Source: an optimization exercise on an open RTL-to-GDS flow (aim: small area, a short achievable clock period and few clock cycles per item). Production flows keep margins and buffers that such runs may drop.
At most, simulation tests tie the RTL to the original design; equivalence was not proved.
Power is estimated from default activity; no workload was simulated.

==> run a: inputs <==
==> flow/design.v <==
module cakeLane
#(
	parameter bit FallsDown = 1'b1,
	parameter logic [1:0] Speed = 2'd1,
	parameter logic [53:0] StartY = '0,
	parameter int NumWrap = 6,
	parameter logic [17:0] WrapOrder = '0
)(
	input logic update,
	input logic rst,
	input logic step,
	input logic [9:0] qY,
	output logic [5:0] rowHit
);
	localparam int CakesPerLane = 6;
	localparam int Ring = 480 / Speed;
	localparam int CakeSize = 20;
	localparam int MovesW = $clog2(Ring);
	logic [MovesW-1:0] moves;
	logic [7:0] drift;
	logic [2:0] nextWrap;
	logic [CakesPerLane-1:0] onRing;
	logic [CakesPerLane-1:0] isNext;
	logic [CakesPerLane-1:0] atSlotZero;
	logic [CakesPerLane-1:0] pastZero;
	logic atEdge;
	logic [8:0] ringY;
	logic [9:0] driftY;
	cakeRowAdd #(.W(9)) ringAdd (
		.a(qY[8:0]),
		.b(FallsDown ? ~(9'(moves) * 9'(Speed)) : 9'(moves) * 9'(Speed)),
		.cin(FallsDown),
		.sum(ringY)
	);
	cakeRowAdd #(.W(10)) driftAdd (
		.a(qY),
		.b({1'b0, drift, 1'b0}),
		.cin(1'b0),
		.sum(driftY)
	);
	function automatic logic inWindow9(input logic [8:0] pos, input int lo);
		int a;
		int b;
		a = (lo + 1) % 512;
		b = (lo + CakeSize - 1) % 512;
		if (a <= b)
			inWindow9 = (pos >= 9'(a)) && (pos <= 9'(b));
		else
			inWindow9 = (pos >= 9'(a)) || (pos <= 9'(b));
	endfunction
	function automatic logic inWindow10(input logic [9:0] pos, input int lo);
		int a;
		int b;
		a = (lo + 1) % 1024;
		b = (lo + CakeSize - 1) % 1024;
		if (a <= b)
			inWindow10 = (pos >= 10'(a)) && (pos <= 10'(b));
		else
			inWindow10 = (pos >= 10'(a)) || (pos <= 10'(b));
	endfunction
	always_comb
	begin
		for (int c = 0; c < CakesPerLane; c++)
		begin
			int s;
			int k;
			s = int'(StartY[9*c +: 9]);
			k = s / int'(Speed);
			onRing[c] = (Speed == 2'd1) || (s % 2 == 0);
			isNext[c] = 1'b0;
			for (int w = 0; w < NumWrap; w++)
				if (nextWrap == 3'(w) && WrapOrder[3*w +: 3] == 3'(c))
					isNext[c] = 1'b1;
			if (FallsDown)
			begin
				atSlotZero[c] = (9'(moves) == 9'(Ring - k));
				pastZero[c] = (9'(moves) > 9'(Ring - k));
			end
			else
			begin
				atSlotZero[c] = (9'(moves) == 9'(k));
				pastZero[c] = (9'(moves) > 9'(k));
			end
			if (!onRing[c])
				rowHit[c] = ({drift, 1'b0} > 9'(s)) ? inWindow10(driftY, s + 512) : inWindow10(driftY, s);
			else if (pastZero[c] || (atSlotZero[c] && !isNext[c]))
				rowHit[c] = !qY[9] && inWindow9(ringY, FallsDown ? s + 32 : s + 512 - 32);
			else
				rowHit[c] = !qY[9] && inWindow9(ringY, s);
		end
	end
	assign atEdge = |(isNext & atSlotZero & onRing);
	always_ff @(posedge update)
	begin
		if (rst)
		begin
			moves <= '0;
			drift <= '0;
			nextWrap <= '0;
		end
		else if (step)
		begin
			if (atEdge)
				nextWrap <= (nextWrap == 3'(NumWrap - 1)) ? '0 : nextWrap + 3'd1;
			else
			begin
				moves <= (moves == MovesW'(Ring - 1)) ? '0 : moves + MovesW'(1);
				drift <= drift + 8'd1;
			end
		end
	end
endmodule
module cakeRowAdd
#(
	parameter int W = 12
)(
	input logic [W-1:0] a,
	input logic [W-1:0] b,
	input logic cin,
	output logic [W-1:0] sum
);
	logic [W-1:0] p0;
	logic [W-1:0] g;
	logic [W-1:0] p;
	always_comb
	begin
		p0 = a ^ b;
		g = a & b;
		p = p0;
		g[0] = g[0] | (p0[0] & cin);
		for (int lvl = 0; (1 << lvl) < W; lvl++)
			for (int i = 0; i < W; i++)
				if (((i >> lvl) & 1) == 1)
				begin
					int j;
					j = ((i >> lvl) << lvl) - 1;
					g[i] = g[i] | (p[i] & g[j]);
					p[i] = p[i] & p[j];
				end
		sum[0] = p0[0] ^ cin;
		for (int i = 1; i < W; i++)
			sum[i] = p0[i] ^ g[i-1];
	end
endmodule
module pixelQueryFifo
(
	input logic update,
	input logic rst,
	input logic pixelReq,
	input logic [9:0] pixelX,
	input logic [9:0] pixelY,
	output logic pixelAck,
	output logic qValid,
	output logic [3:0] qLane,
	output logic [9:0] qY,
	input logic qPop
);
	localparam int CakeSize = 20;
	localparam logic [39:0] LaneX = {10'd510, 10'd240, 10'd100, 10'd65};
	logic room;
	logic push;
	logic [3:0] inLane;
	assign room = !qValid || qPop;
	assign push = pixelReq && !pixelAck && room;
	always_comb
	begin
		for (int l = 0; l < 4; l++)
			inLane[l] = (pixelX > LaneX[10*l +: 10]) && ({1'b0, pixelX} < {1'b0, LaneX[10*l +: 10]} + 11'(CakeSize));
	end
	always_ff @(posedge update)
	begin
		if (rst)
		begin
			pixelAck <= 1'b0;
			qValid <= 1'b0;
		end
		else
		begin
			if (push)
				pixelAck <= 1'b1;
			else if (!pixelReq)
				pixelAck <= 1'b0;
			if (push)
				qValid <= 1'b1;
			else if (qPop)
				qValid <= 1'b0;
		end
	end
	always_ff @(posedge update)
	begin
		if (room)
		begin
			qLane <= inLane;
			qY <= pixelY;
		end
	end
endmodule
module cakeHitTester
(
	input logic update,
	input logic rst,
	input logic qValid,
	input logic [3:0] qLane,
	output logic qPop,
	input logic [23:0] rowHit,
	output logic hitReq,
	output logic [23:0] hitMask,
	input logic hitAck
);
	localparam int NumLanes = 4;
	localparam int CakesPerLane = 6;
	logic [23:0] hitNow;
	always_comb
	begin
		for (int l = 0; l < NumLanes; l++)
			for (int c = 0; c < CakesPerLane; c++)
				hitNow[l * CakesPerLane + c] = qLane[l] && rowHit[l * CakesPerLane + c];
	end
	assign qPop = qValid && !hitReq && !hitAck;
	always_ff @(posedge update)
	begin
		if (rst)
			hitReq <= 1'b0;
		else if (qPop)
			hitReq <= 1'b1;
		else if (hitAck)
			hitReq <= 1'b0;
	end
	always_ff @(posedge update)
	begin
		if (!hitReq)
			hitMask <= hitNow;
	end
endmodule
module cakeField
(
	input logic update,
	input logic rst,
	input logic step,
	input logic pixelReq,
	input logic [9:0] pixelX,
	input logic [9:0] pixelY,
	output logic pixelAck,
	output logic hitReq,
	output logic [23:0] hitMask,
	input logic hitAck
);
	localparam int NumLanes = 4;
	localparam logic [3:0] LaneFallsDown = 4'b1001;
	localparam logic [7:0] LaneSpeed = {2'd1, 2'd2, 2'd1, 2'd1};
	localparam logic [215:0] LaneStartY = {
		{9'd400, 9'd330, 9'd255, 9'd200, 9'd100, 9'd20},
		{9'd375, 9'd350, 9'd210, 9'd180, 9'd75, 9'd25},
		{9'd440, 9'd340, 9'd290, 9'd220, 9'd150, 9'd50},
		{9'd450, 9'd370, 9'd290, 9'd200, 9'd150, 9'd70}
	};
	localparam logic [15:0] LaneNumWrap = {4'd6, 4'd3, 4'd6, 4'd6};
	localparam logic [71:0] LaneWrapOrder = {
		{3'd0, 3'd1, 3'd2, 3'd3, 3'd4, 3'd5},
		{3'd0, 3'd0, 3'd0, 3'd4, 3'd3, 3'd2},
		{3'd5, 3'd4, 3'd3, 3'd2, 3'd1, 3'd0},
		{3'd0, 3'd1, 3'd2, 3'd3, 3'd4, 3'd5}
	};
	logic [23:0] rowHit;
	for (genvar g = 0; g < NumLanes; g++)
	begin : gLane
		cakeLane #(
			.FallsDown(LaneFallsDown[g]),
			.Speed(LaneSpeed[2*g +: 2]),
			.StartY(LaneStartY[54*g +: 54]),
			.NumWrap(int'(LaneNumWrap[4*g +: 4])),
			.WrapOrder(LaneWrapOrder[18*g +: 18])
		) lane (
			.update(update),
			.rst(rst),
			.step(step),
			.qY(qY),
			.rowHit(rowHit[6*g +: 6])
		);
	end
	logic qValid;
	logic [3:0] qLane;
	logic [9:0] qY;
	logic qPop;
	pixelQueryFifo queryFifo (
		.update(update),
		.rst(rst),
		.pixelReq(pixelReq),
		.pixelX(pixelX),
		.pixelY(pixelY),
		.pixelAck(pixelAck),
		.qValid(qValid),
		.qLane(qLane),
		.qY(qY),
		.qPop(qPop)
	);
	cakeHitTester hitTester (
		.update(update),
		.rst(rst),
		.qValid(qValid),
		.qLane(qLane),
		.qPop(qPop),
		.rowHit(rowHit),
		.hitReq(hitReq),
		.hitMask(hitMask),
		.hitAck(hitAck)
	);
endmodule
==> flow/run.sh <==
#!/bin/bash
# synth_recipe.tcl (not shown) runs the flow's synth.tcl, then flattens the netlist and writes it again
# the make line also repeats each setting of config.mk as NAME=value (left out here)
make -C /OpenROAD-flow-scripts/flow DESIGN_CONFIG=/design/flow/config.mk WORK_HOME=/design/flow/orfs CLKGATE_MAP_FILE= SYNTH_SCRIPT=/design/flow/synth_recipe.tcl finish
==> flow/config.mk <==
export PLATFORM = sky130hd
export DESIGN_NAME = cakeField
export DESIGN_NICKNAME = cakeField
export VERILOG_FILES = /design/flow/design.v
export SDC_FILE = /design/flow/constraint.sdc
export NUM_CORES = 4
export LEC_CHECK = 0
export CAP_MARGIN = 20
export CORE_MARGIN = 2
export CORE_UTILIZATION = 40
export SLEW_MARGIN = 20
==> flow/constraint.sdc <==
create_clock -name core_clock -period 4.5 [get_ports {update}]
set_input_delay 0.9000 -clock core_clock [delete_from_list [all_inputs] [get_ports {update}]]
set_output_delay 0.9000 -clock core_clock [all_outputs]
set_load 0.01 [all_outputs]
==> run b: changes against run a <==
--- a/flow/design.v
+++ b/flow/design.v
@@ -11,3 +11,5 @@
 	input logic step,
-	input logic [9:0] qY,
+	input logic [9:0] pixelY,
+	input logic qLoad,
+	input logic qYHigh,
 	output logic [5:0] rowHit
@@ -20,7 +22,4 @@
 	logic [7:0] drift;
-	logic [2:0] nextWrap;
-	logic [CakesPerLane-1:0] onRing;
-	logic [CakesPerLane-1:0] isNext;
-	logic [CakesPerLane-1:0] atSlotZero;
-	logic [CakesPerLane-1:0] pastZero;
+	logic [2:0] wraps;
+	logic [CakesPerLane-1:0] wrapped;
 	logic atEdge;
@@ -28,14 +27,24 @@
 	logic [9:0] driftY;
+	logic [8:0] ringYNext;
+	logic [9:0] driftYNext;
 	cakeRowAdd #(.W(9)) ringAdd (
-		.a(qY[8:0]),
+		.a(pixelY[8:0]),
 		.b(FallsDown ? ~(9'(moves) * 9'(Speed)) : 9'(moves) * 9'(Speed)),
 		.cin(FallsDown),
-		.sum(ringY)
+		.sum(ringYNext)
 	);
 	cakeRowAdd #(.W(10)) driftAdd (
-		.a(qY),
+		.a(pixelY),
 		.b({1'b0, drift, 1'b0}),
 		.cin(1'b0),
-		.sum(driftY)
+		.sum(driftYNext)
 	);
+	always_ff @(posedge update)
+	begin
+		if (qLoad)
+		begin
+			ringY <= ringYNext;
+			driftY <= driftYNext;
+		end
+	end
 	function automatic logic inWindow9(input logic [8:0] pos, input int lo);
@@ -60,2 +69,20 @@
 	endfunction
+	function automatic int edgeMoves(input int w);
+		int k;
+		k = int'(StartY[9*WrapOrder[3*w +: 3] +: 9]) / int'(Speed);
+		edgeMoves = FallsDown ? Ring - k : k;
+	endfunction
+	function automatic int wrapRank(input int c);
+		wrapRank = CakesPerLane;
+		for (int w = 0; w < NumWrap; w++)
+			if (int'(WrapOrder[3*w +: 3]) == c)
+				wrapRank = w;
+	endfunction
+	always_comb
+	begin
+		atEdge = 1'b0;
+		for (int w = 0; w < NumWrap; w++)
+			if (wraps == 3'(w) && moves == MovesW'(edgeMoves(w)))
+				atEdge = 1'b1;
+	end
 	always_comb
@@ -65,29 +92,12 @@
 			int s;
-			int k;
 			s = int'(StartY[9*c +: 9]);
-			k = s / int'(Speed);
-			onRing[c] = (Speed == 2'd1) || (s % 2 == 0);
-			isNext[c] = 1'b0;
-			for (int w = 0; w < NumWrap; w++)
-				if (nextWrap == 3'(w) && WrapOrder[3*w +: 3] == 3'(c))
-					isNext[c] = 1'b1;
-			if (FallsDown)
-			begin
-				atSlotZero[c] = (9'(moves) == 9'(Ring - k));
-				pastZero[c] = (9'(moves) > 9'(Ring - k));
-			end
-			else
-			begin
-				atSlotZero[c] = (9'(moves) == 9'(k));
-				pastZero[c] = (9'(moves) > 9'(k));
-			end
-			if (!onRing[c])
+			wrapped[c] = (wraps > 3'(wrapRank(c)));
+			if (Speed != 2'd1 && s % 2 == 1)
 				rowHit[c] = ({drift, 1'b0} > 9'(s)) ? inWindow10(driftY, s + 512) : inWindow10(driftY, s);
-			else if (pastZero[c] || (atSlotZero[c] && !isNext[c]))
-				rowHit[c] = !qY[9] && inWindow9(ringY, FallsDown ? s + 32 : s + 512 - 32);
+			else if (wrapped[c])
+				rowHit[c] = !qYHigh && inWindow9(ringY, FallsDown ? s + 32 : s + 512 - 32);
 			else
-				rowHit[c] = !qY[9] && inWindow9(ringY, s);
+				rowHit[c] = !qYHigh && inWindow9(ringY, s);
 		end
 	end
-	assign atEdge = |(isNext & atSlotZero & onRing);
 	always_ff @(posedge update)
@@ -98,3 +108,3 @@
 			drift <= '0;
-			nextWrap <= '0;
+			wraps <= '0;
 		end
@@ -103,6 +113,12 @@
 			if (atEdge)
-				nextWrap <= (nextWrap == 3'(NumWrap - 1)) ? '0 : nextWrap + 3'd1;
+				wraps <= wraps + 3'd1;
 			else
 			begin
-				moves <= (moves == MovesW'(Ring - 1)) ? '0 : moves + MovesW'(1);
+				if (moves == MovesW'(Ring - 1))
+				begin
+					moves <= '0;
+					wraps <= '0;
+				end
+				else
+					moves <= moves + MovesW'(1);
 				drift <= drift + 8'd1;
@@ -130,11 +146,8 @@
 		g[0] = g[0] | (p0[0] & cin);
-		for (int lvl = 0; (1 << lvl) < W; lvl++)
-			for (int i = 0; i < W; i++)
-				if (((i >> lvl) & 1) == 1)
-				begin
-					int j;
-					j = ((i >> lvl) << lvl) - 1;
-					g[i] = g[i] | (p[i] & g[j]);
-					p[i] = p[i] & p[j];
-				end
+		for (int d = 1; d < W; d = 2 * d)
+			for (int i = W - 1; i >= d; i--)
+			begin
+				g[i] = g[i] | (p[i] & g[i-d]);
+				p[i] = p[i] & p[i-d];
+			end
 		sum[0] = p0[0] ^ cin;
@@ -154,3 +167,4 @@
 	output logic [3:0] qLane,
-	output logic [9:0] qY,
+	output logic qYHigh,
+	output logic qLoad,
 	input logic qPop
@@ -159,7 +173,6 @@
 	localparam logic [39:0] LaneX = {10'd510, 10'd240, 10'd100, 10'd65};
-	logic room;
 	logic push;
 	logic [3:0] inLane;
-	assign room = !qValid || qPop;
-	assign push = pixelReq && !pixelAck && room;
+	assign qLoad = !qValid;
+	assign push = pixelReq && !pixelAck && qLoad;
 	always_comb
@@ -190,6 +203,6 @@
 	begin
-		if (room)
+		if (qLoad)
 		begin
 			qLane <= inLane;
-			qY <= pixelY;
+			qYHigh <= pixelY[9];
 		end
@@ -264,2 +277,7 @@
 	logic [23:0] rowHit;
+	logic qValid;
+	logic [3:0] qLane;
+	logic qYHigh;
+	logic qLoad;
+	logic qPop;
 	for (genvar g = 0; g < NumLanes; g++)
@@ -276,3 +294,5 @@
 			.step(step),
-			.qY(qY),
+			.pixelY(pixelY),
+			.qLoad(qLoad),
+			.qYHigh(qYHigh),
 			.rowHit(rowHit[6*g +: 6])
@@ -280,6 +300,2 @@
 	end
-	logic qValid;
-	logic [3:0] qLane;
-	logic [9:0] qY;
-	logic qPop;
 	pixelQueryFifo queryFifo (
@@ -293,3 +309,4 @@
 		.qLane(qLane),
-		.qY(qY),
+		.qYHigh(qYHigh),
+		.qLoad(qLoad),
 		.qPop(qPop)
==> flow/flow/run.sh (new file) <==
#!/bin/bash
# Own layout flow: the standard flow, with the port buffers made from
# plain buffers (the standard flow picks a slow delay cell for them) and
# with the resizer free to swap a cell for one of another footprint.
# Synthesis is the standard one, run unchanged.
set -euo pipefail
bash standard.sh synth > synth.log 2>&1
bash standard.sh \
	"BUFFER_PORTS_ARGS=-buffer_cell sky130_fd_sc_hd__buf_4" \
	MATCH_CELL_FOOTPRINT=0 \
	finish > layout.log 2>&1
==> flow/standard.sh (new file) <==
#!/bin/bash
# synth_recipe.tcl (not shown) runs the flow's synth.tcl, then flattens the netlist and writes it again
# the make line also repeats each setting of config.mk as NAME=value (left out here)
make -C /OpenROAD-flow-scripts/flow DESIGN_CONFIG=/design/flow/config.mk WORK_HOME=/design/flow/orfs CLKGATE_MAP_FILE= SYNTH_SCRIPT=/design/flow/synth_recipe.tcl "${@:-finish}"
Settings changed: SETUP_SLACK_MARGIN set to 2.3.
removed: flow/run.sh
==> run c: changes against run a <==
--- a/flow/design.v
+++ b/flow/design.v
@@ -11,3 +11,8 @@
 	input logic step,
-	input logic [9:0] qY,
+	input logic [9:0] pixelY,
+	output logic [8:0] ringYNext,
+	output logic [9:0] driftYNext,
+	input logic [8:0] ringY,
+	input logic [9:0] driftY,
+	input logic qYHigh,
 	output logic [5:0] rowHit
@@ -20,21 +25,19 @@
 	logic [7:0] drift;
-	logic [2:0] nextWrap;
-	logic [CakesPerLane-1:0] onRing;
-	logic [CakesPerLane-1:0] isNext;
-	logic [CakesPerLane-1:0] atSlotZero;
-	logic [CakesPerLane-1:0] pastZero;
+	logic [2:0] wraps;
+	logic [CakesPerLane-1:0] wrapped;
 	logic atEdge;
-	logic [8:0] ringY;
-	logic [9:0] driftY;
+	logic roundEnd;
+	logic [MovesW-1:0] movesUp;
+	logic [7:0] driftUp;
 	cakeRowAdd #(.W(9)) ringAdd (
-		.a(qY[8:0]),
+		.a(pixelY[8:0]),
 		.b(FallsDown ? ~(9'(moves) * 9'(Speed)) : 9'(moves) * 9'(Speed)),
 		.cin(FallsDown),
-		.sum(ringY)
+		.sum(ringYNext)
 	);
 	cakeRowAdd #(.W(10)) driftAdd (
-		.a(qY),
+		.a(pixelY),
 		.b({1'b0, drift, 1'b0}),
 		.cin(1'b0),
-		.sum(driftY)
+		.sum(driftYNext)
 	);
@@ -60,2 +63,23 @@
 	endfunction
+	function automatic int edgeMoves(input int w);
+		int k;
+		k = int'(StartY[9*WrapOrder[3*w +: 3] +: 9]) / int'(Speed);
+		edgeMoves = FallsDown ? Ring - k : k;
+	endfunction
+	function automatic int wrapRank(input int c);
+		wrapRank = CakesPerLane;
+		for (int w = 0; w < NumWrap; w++)
+			if (int'(WrapOrder[3*w +: 3]) == c)
+				wrapRank = w;
+	endfunction
+	assign movesUp[0] = !moves[0];
+	for (genvar i = 1; i < MovesW; i++)
+	begin : gMovesUp
+		assign movesUp[i] = moves[i] ^ (&moves[i-1:0]);
+	end
+	assign driftUp[0] = !drift[0];
+	for (genvar i = 1; i < 8; i++)
+	begin : gDriftUp
+		assign driftUp[i] = drift[i] ^ (&drift[i-1:0]);
+	end
 	always_comb
@@ -65,29 +89,12 @@
 			int s;
-			int k;
 			s = int'(StartY[9*c +: 9]);
-			k = s / int'(Speed);
-			onRing[c] = (Speed == 2'd1) || (s % 2 == 0);
-			isNext[c] = 1'b0;
-			for (int w = 0; w < NumWrap; w++)
-				if (nextWrap == 3'(w) && WrapOrder[3*w +: 3] == 3'(c))
-					isNext[c] = 1'b1;
-			if (FallsDown)
-			begin
-				atSlotZero[c] = (9'(moves) == 9'(Ring - k));
-				pastZero[c] = (9'(moves) > 9'(Ring - k));
-			end
-			else
-			begin
-				atSlotZero[c] = (9'(moves) == 9'(k));
-				pastZero[c] = (9'(moves) > 9'(k));
-			end
-			if (!onRing[c])
+			wrapped[c] = (wraps > 3'(wrapRank(c)));
+			if (Speed != 2'd1 && s % 2 == 1)
 				rowHit[c] = ({drift, 1'b0} > 9'(s)) ? inWindow10(driftY, s + 512) : inWindow10(driftY, s);
-			else if (pastZero[c] || (atSlotZero[c] && !isNext[c]))
-				rowHit[c] = !qY[9] && inWindow9(ringY, FallsDown ? s + 32 : s + 512 - 32);
+			else if (wrapped[c])
+				rowHit[c] = !qYHigh && inWindow9(ringY, FallsDown ? s + 32 : s + 512 - 32);
 			else
-				rowHit[c] = !qY[9] && inWindow9(ringY, s);
+				rowHit[c] = !qYHigh && inWindow9(ringY, s);
 		end
 	end
-	assign atEdge = |(isNext & atSlotZero & onRing);
 	always_ff @(posedge update)
@@ -98,3 +105,5 @@
 			drift <= '0;
-			nextWrap <= '0;
+			wraps <= '0;
+			atEdge <= 1'b0;
+			roundEnd <= 1'b0;
 		end
@@ -103,7 +112,21 @@
 			if (atEdge)
-				nextWrap <= (nextWrap == 3'(NumWrap - 1)) ? '0 : nextWrap + 3'd1;
+			begin
+				wraps <= wraps + 3'd1;
+				atEdge <= 1'b0;
+			end
 			else
 			begin
-				moves <= (moves == MovesW'(Ring - 1)) ? '0 : moves + MovesW'(1);
-				drift <= drift + 8'd1;
+				if (roundEnd)
+				begin
+					moves <= '0;
+					wraps <= '0;
+				end
+				else
+					moves <= movesUp;
+				drift <= driftUp;
+				atEdge <= 1'b0;
+				for (int w = 0; w < NumWrap; w++)
+					if (!roundEnd && wraps == 3'(w) && moves == MovesW'(edgeMoves(w) - 1))
+						atEdge <= 1'b1;
+				roundEnd <= !roundEnd && (moves == MovesW'(Ring - 2));
 			end
@@ -130,11 +153,8 @@
 		g[0] = g[0] | (p0[0] & cin);
-		for (int lvl = 0; (1 << lvl) < W; lvl++)
-			for (int i = 0; i < W; i++)
-				if (((i >> lvl) & 1) == 1)
-				begin
-					int j;
-					j = ((i >> lvl) << lvl) - 1;
-					g[i] = g[i] | (p[i] & g[j]);
-					p[i] = p[i] & p[j];
-				end
+		for (int d = 1; d < W; d = 2 * d)
+			for (int i = W - 1; i >= d; i--)
+			begin
+				g[i] = g[i] | (p[i] & g[i-d]);
+				p[i] = p[i] & p[i-d];
+			end
 		sum[0] = p0[0] ^ cin;
@@ -152,5 +172,9 @@
 	output logic pixelAck,
+	input logic [35:0] laneRingYNext,
+	input logic [9:0] driftYNext,
 	output logic qValid,
 	output logic [3:0] qLane,
-	output logic [9:0] qY,
+	output logic qYHigh,
+	output logic [8:0] qRingY,
+	output logic [9:0] qDriftY,
 	input logic qPop
@@ -159,11 +183,14 @@
 	localparam logic [39:0] LaneX = {10'd510, 10'd240, 10'd100, 10'd65};
-	logic room;
 	logic push;
 	logic [3:0] inLane;
-	assign room = !qValid || qPop;
-	assign push = pixelReq && !pixelAck && room;
+	logic [8:0] ringYNext;
+	assign push = pixelReq && !pixelAck && !qValid;
 	always_comb
 	begin
+		ringYNext = '0;
 		for (int l = 0; l < 4; l++)
+		begin
 			inLane[l] = (pixelX > LaneX[10*l +: 10]) && ({1'b0, pixelX} < {1'b0, LaneX[10*l +: 10]} + 11'(CakeSize));
+			ringYNext = ringYNext | (inLane[l] ? laneRingYNext[9*l +: 9] : 9'd0);
+		end
 	end
@@ -190,6 +217,8 @@
 	begin
-		if (room)
+		if (!qValid)
 		begin
 			qLane <= inLane;
-			qY <= pixelY;
+			qYHigh <= pixelY[9];
+			qRingY <= ringYNext;
+			qDriftY <= driftYNext;
 		end
@@ -211,8 +240,10 @@
 	localparam int CakesPerLane = 6;
-	logic [23:0] hitNow;
+	logic [5:0] cakeNow;
+	logic [3:0] hitLane;
+	logic [5:0] hitCake;
 	always_comb
 	begin
+		cakeNow = '0;
 		for (int l = 0; l < NumLanes; l++)
-			for (int c = 0; c < CakesPerLane; c++)
-				hitNow[l * CakesPerLane + c] = qLane[l] && rowHit[l * CakesPerLane + c];
+			cakeNow = cakeNow | (qLane[l] ? rowHit[l * CakesPerLane +: CakesPerLane] : '0);
 	end
@@ -231,3 +262,11 @@
 		if (!hitReq)
-			hitMask <= hitNow;
+		begin
+			hitLane <= qLane;
+			hitCake <= cakeNow;
+		end
+	end
+	always_comb
+	begin
+		for (int l = 0; l < NumLanes; l++)
+			hitMask[l * CakesPerLane +: CakesPerLane] = hitLane[l] ? hitCake : '0;
 	end
@@ -264,2 +303,10 @@
 	logic [23:0] rowHit;
+	logic qValid;
+	logic [3:0] qLane;
+	logic qYHigh;
+	logic qPop;
+	logic [35:0] laneRingYNext;
+	logic [39:0] laneDriftYNext;
+	logic [8:0] qRingY;
+	logic [9:0] qDriftY;
 	for (genvar g = 0; g < NumLanes; g++)
@@ -276,3 +323,8 @@
 			.step(step),
-			.qY(qY),
+			.pixelY(pixelY),
+			.ringYNext(laneRingYNext[9*g +: 9]),
+			.driftYNext(laneDriftYNext[10*g +: 10]),
+			.ringY(qRingY),
+			.driftY(qDriftY),
+			.qYHigh(qYHigh),
 			.rowHit(rowHit[6*g +: 6])
@@ -280,6 +332,2 @@
 	end
-	logic qValid;
-	logic [3:0] qLane;
-	logic [9:0] qY;
-	logic qPop;
 	pixelQueryFifo queryFifo (
@@ -291,5 +339,9 @@
 		.pixelAck(pixelAck),
+		.laneRingYNext(laneRingYNext),
+		.driftYNext(laneDriftYNext[20 +: 10]),
 		.qValid(qValid),
 		.qLane(qLane),
-		.qY(qY),
+		.qYHigh(qYHigh),
+		.qRingY(qRingY),
+		.qDriftY(qDriftY),
 		.qPop(qPop)
==> flow/flow/run.sh (new file) <==
#!/bin/bash
# Own layout flow: the standard flow, with the port buffers made from
# plain buffers (the standard flow picks a slow delay cell for them) and
# with the resizer free to swap a cell for one of another footprint.
# Synthesis is the standard one, run unchanged.
set -euo pipefail
bash standard.sh synth > synth.log 2>&1
bash standard.sh \
	"BUFFER_PORTS_ARGS=-buffer_cell sky130_fd_sc_hd__buf_4" \
	MATCH_CELL_FOOTPRINT=0 \
	finish > layout.log 2>&1
==> flow/standard.sh (new file) <==
#!/bin/bash
# synth_recipe.tcl (not shown) runs the flow's synth.tcl, then flattens the netlist and writes it again
# the make line also repeats each setting of config.mk as NAME=value (left out here)
make -C /OpenROAD-flow-scripts/flow DESIGN_CONFIG=/design/flow/config.mk WORK_HOME=/design/flow/orfs CLKGATE_MAP_FILE= SYNTH_SCRIPT=/design/flow/synth_recipe.tcl "${@:-finish}"
Settings changed: SETUP_SLACK_MARGIN set to 2.3.
removed: flow/run.sh
==> comparison table <==
Global-route wire length before repair: run b 36850 um; run a 37050 um; run c 41000 um
Cts bufs inserted: run b 17; run a 9; run c 9
Net switching share of the total power: run b 26.51%; run a 31.38%; run c 31.45%
Final Total Pwr: run b 3.527 mW; run a 2.368 mW; run c 2.364 mW
Number of storage elements in the synthesis netlist: run b 132; run a 96; run c 100
Status: run b timing/DRC/antenna clean; run a timing/DRC/antenna clean; run c timing/DRC/antenna clean
Reg-to-Reg End: run b gLane[1].lane.moves[0]; run a hitTester.hitMask[5]; run c queryFifo.qRingY[8]
Max-slew headroom: run b 53.08%; run a 33.25%; run c 34.98%
Max Clock Skew: run b 0.007104 ns; run a 0.01180 ns; run c 0.01075 ns
Share of total power in combinational logic: run b 13.2%; run a 23.3%; run c 23.1%
Synth unique cells: run b 74; run a 77; run c 71
Post-synthesis adder-cell area fraction: run b 10.94%; run a 10.91%; run c 13.61%
Power of the clock network: run b 1.56 mW; run a 0.838 mW; run c 0.786 mW
Max Fclk: run b 444.6 MHz; run a 257.3 MHz; run c 376.0 MHz
Cell type contributing the most total cell area after synthesis: run b edfxtp_1; run a dfxtp_1; run c dfxtp_1
Synthesized cell area: run b 9153 um2; run a 8416 um2; run c 8368 um2
Worst hold start: run b queryFifo.qValid; run a gLane[2].lane.nextWrap[2]; run c queryFifo.qValid
Non-clock inverter count: run b 70; run a 63; run c 60
DRT Pass-1 Iters: run b 5; run a 5; run c 6
Start point of the critical path: run b pixelY[0]; run a queryFifo.qY[0]; run c pixelY[0]
Number of sequential cells: run b 132; run a 96; run c 100
Final non-filler cell area: run b 11020 um2; run a 9443 um2; run c 10170 um2
Fin crit period: run b 2.249 ns; run a 3.886 ns; run c 2.659 ns
Synth Area in Compound Gates: run b 17.33%; run a 21.90%; run c 22.08%
Via count: run b 7802; run a 7766; run c 8180
Slowest cell delay on critical path: run b 0.33 ns; run a 0.65 ns; run c 0.40 ns
Share of cell area taken by multi-input logic gates: run b 51.55%; run a 60.41%; run c 58.63%
Testbench counts of run a, summed over its fixed seeds: cycles 6,904, queries 3,072.
Testbench counts of run b, summed over its fixed seeds: cycles 6,904, queries 3,072.
Only the layout flow was run in run c; the RTL was not checked for function there.

==> afterwards: timing with drivers on the ports <==
The results above use ideal ports. As a check the final layouts listed here were re-extracted and re-timed, cells and wires unchanged. Step 1 sets driving cells, clkbuf_16 on the clock port and buf_2 on the other inputs (assumed; they add their load-dependent delay and slew). Step 2, shift: input delay + t, output delay - t, t = (earliest + latest rising clock arrival at the registers) / 2. This alone moves slack from input paths to output paths. Slacks: no drivers / after step 1 / after step 2; pairs: no drivers / after step 1.
| run | shift t [ns] | setup WS [ns] | latest minus earliest clock arrival (ns) |
|---|---|---|---|
| run a | 0.407 | 0.614 / 0.614 / 0.614 | 0.011 / 0.012 |
| run b | 0.465 | 2.251 / 2.253 / 1.788 | 0.008 / 0.008 |
| run c | 0.394 | 1.841 / 1.841 / 1.448 | 0.012 / 0.011 |
After both steps setup and hold are still met in every run listed. The setup slack of run b, which loses most, moves by +0.002 ns with the drivers and by -0.463 ns with both steps.
